Background: an optimization exercise with open tools, aiming at small area. Do not read the settings as production practice. RTL that was checked went through simulation tests only; none was proved equivalent to the original. No activity file was given, so power comes from the tool's default toggle rates. The clock port is modelled as an ideal driver; clocking choices that lean on that would not hold on a real chip.

==> module out_queue, before the edit <==
module out_queue (
	input  wire logic                                  ti_clk,
	input  wire logic                                  rst_n,
	input  wire logic                                  push,
	input  wire logic                                  pair_done,
	input  wire logic                                  read,
	input  wire stream_buffer_pkg::word_t [stream_buffer_pkg::CHAIN_DEPTH-1:0] chain,
	output logic                                       shift_lo,
	output logic                                       shift_hi,
	output logic [stream_buffer_pkg::TOTAL_W-1:0]      total,
	output stream_buffer_pkg::word_t                   data_out
);
	localparam int CD     = stream_buffer_pkg::CHAIN_DEPTH;
	localparam int SD     = stream_buffer_pkg::STORE_DEPTH;
	localparam int QD     = stream_buffer_pkg::QUEUE_DEPTH;
	localparam int TW     = stream_buffer_pkg::TOTAL_W;
	localparam int QW     = stream_buffer_pkg::QCNT_W;
	logic [QW-1:0] qcount;
	logic          shown;
	logic          q_empty;
	logic          q_full;
	logic          q_last;
	logic          st_empty;
	logic          st_full;
	logic          xfer;
	logic          drop;
	logic          pop;
	logic          grow;
	logic          head_dn;
	logic          head_up;
	logic          head_down;
	logic [TW-1:0] total_next;
	logic [CD-1:0] head_q;
	logic [CD-1:0] sel;
	assign q_empty  = (qcount == '0);
	assign q_full   = (qcount == QW'(QD));
	assign q_last   = (qcount == QW'(1));
	assign st_empty = (total == TW'(qcount));
	assign st_full  = (total == TW'(qcount) + TW'(SD));
	assign xfer     = ~st_empty & ~q_full;
	assign drop     = push & st_full & ~xfer;
	assign pop      = read & ~q_empty;
	assign grow     = push & ~drop;
	assign total_next = total + TW'(grow) - TW'(pop);
	assign shift_lo = pair_done;
	assign shift_hi = pair_done & (total_next != TW'(CD));
	always_ff @(posedge ti_clk or negedge rst_n) begin
		if (!rst_n) begin
			total  <= '0;
			qcount <= '0;
			shown  <= 1'b0;
		end else begin
			total  <= total_next;
			qcount <= qcount + QW'(xfer) - QW'(pop);
			if (xfer) begin
				shown <= 1'b1;
			end
		end
	end
	assign head_dn   = q_empty ? xfer : (pop & ~(q_last & ~xfer));
	assign head_up   = shift_hi & ~head_dn;
	assign head_down = head_dn & ~shift_hi;
	always_ff @(posedge ti_clk or negedge rst_n) begin
		if (!rst_n) begin
			head_q <= CD'(1);
		end else if (head_up) begin
			head_q <= {head_q[CD-2:0], 1'b0};
		end else if (head_down) begin
			head_q <= {1'b0, head_q[CD-1:1]};
		end
	end
	assign sel = {head_q[CD-1:3], head_q[2:0] & {3{shown}}};
	stream_buffer_pkg::word_t [6:0] part;
	always_comb begin
		for (int k = 0; k < 7; k++) begin
			part[k] = '0;
			for (int j = 0; j < 3; j++) begin
				if (3*k+j < CD) part[k] = part[k] | ({stream_buffer_pkg::WORD_W{sel[3*k+j]}} & chain[3*k+j]);
			end
		end
		data_out = ((part[0] | part[1]) | (part[2] | part[3])) | ((part[4] | part[5]) | part[6]);
	end
endmodule
==> flow/config.mk <==
export PLATFORM = sky130hd
export DESIGN_NAME = stream_buffer
export DESIGN_NICKNAME = stream_buffer
export VERILOG_FILES = /design/flow/design.v
export SDC_FILE = /design/flow/constraint.sdc
export NUM_CORES = 4
export LEC_CHECK = 0
export CAP_MARGIN = 20
export CORE_MARGIN = 2
export CORE_UTILIZATION = 40
export SLEW_MARGIN = 20
==> flow/constraint.sdc <==
create_clock -name core_clock -period 4.0 [get_ports {ti_clk}]
set_input_delay 0.8000 -clock core_clock [delete_from_list [all_inputs] [get_ports {ti_clk}]]
set_output_delay 0.8000 -clock core_clock [all_outputs]
set_load 0.01 [all_outputs]
standard.sh (not shown) runs the stock make flow with config.mk's settings and CLKGATE_MAP_FILE= SYNTH_SCRIPT=/design/flow/synth_recipe.tcl, a recipe that flattens the netlist after the stock synthesis.
==> flow/flow/run.sh <==
#!/bin/bash
# The standard layout (standard.sh: the ORFS flow, standard synthesis) with
# three settings changed:
#  - ports are buffered with sky130_fd_sc_hd__buf_1 instead of the default cell
#  - clock tree sinks are clustered into groups of up to 30 within 100 um
#  - clock tree synthesis inserts no dummy loads
# Full make output goes to flow_make.log; ORFS's per-step logs are under orfs/logs.
set -euo pipefail
cd "$(dirname "${BASH_SOURCE[0]}")/.."
bash standard.sh \
  "BUFFER_PORTS_ARGS=-buffer_cell sky130_fd_sc_hd__buf_1" \
  "CTS_ARGS=-sink_clustering_enable -repair_clock_nets -sink_clustering_size 30 -sink_clustering_max_diameter 100 -dont_use_dummy_load" \
  finish > flow_make.log 2>&1
The baseline ran to the end with no violations.
==> next run, changes <==
--- a/flow/design.v
+++ b/flow/design.v
@@ -140,21 +140,17 @@
 			head_q <= {head_q[CD-2:0], 1'b0};
 		end else if (head_down) begin
 			head_q <= {1'b0, head_q[CD-1:1]};
 		end
 	end
 	assign sel = {head_q[CD-1:3], head_q[2:0] & {3{shown}}};
-	stream_buffer_pkg::word_t [6:0] part;
 	always_comb begin
-		for (int k = 0; k < 7; k++) begin
-			part[k] = '0;
-			for (int j = 0; j < 3; j++) begin
-				if (3*k+j < CD) part[k] = part[k] | ({stream_buffer_pkg::WORD_W{sel[3*k+j]}} & chain[3*k+j]);
-			end
-		end
-		data_out = ((part[0] | part[1]) | (part[2] | part[3])) | ((part[4] | part[5]) | part[6]);
+		data_out = '0;
+		for (int i = 0; i < CD; i++) begin
+			data_out = data_out | ({stream_buffer_pkg::WORD_W{sel[i]}} & chain[i]);
+		end
 	end
 endmodule
 `default_nettype wire
 `default_nettype none
 module fill_monitor (
 	input  wire logic                                  ti_clk,
Clock-buffer cell count is unchanged.
Utilization falls by 0.61 points.
Setup slack is better by 0.028 ns.
Sequential power barely changes.
Cell area barely changes.
Synthesized cell count does not change.
Via count barely changes.
Fmax rises by about 0.8%.
Global-route usage rises by 0.25 points.
For the first run of this note, only the layout was checked, not whether the RTL still works.

==> re-timing with driven ports <==
Ports are ideal in the flow. The routed layouts listed here were re-timed in OpenROAD. Step 1 (the two cells are an assumption about what drives the block):
set clk [get_ports {ti_clk}]
set_driving_cell -lib_cell sky130_fd_sc_hd__clkbuf_16 $clk
set_driving_cell -lib_cell sky130_fd_sc_hd__buf_2 [delete_from_list [all_inputs] $clk]
Step 2 adds t to the input delays and takes it off the output delays; t is the mean of the earliest and latest rising clock arrival at the registers after step 1. Input paths then give back, and output paths get back, about the clock's delay inside the block. Three values: ideal ports, drivers, drivers and shift; two values: the first two.
run | t (ns) | setup WS [ns] | worst setup path after step 2 | latest minus earliest clock arrival (ns) | worst slew at a driven data input, ns
the first run | 0.621 | 0.445 / 0.390 / 0.374 | input to register | 0.079 / 0.079 | 0.04
the second run | 0.637 | 0.473 / 0.423 / 0.250 | input to register | 0.072 / 0.073 | 0.06
After both steps every run listed still meets setup and hold. The setup slack of the second run, which loses most, moves by -0.050 ns with the drivers and by -0.223 ns with both steps.
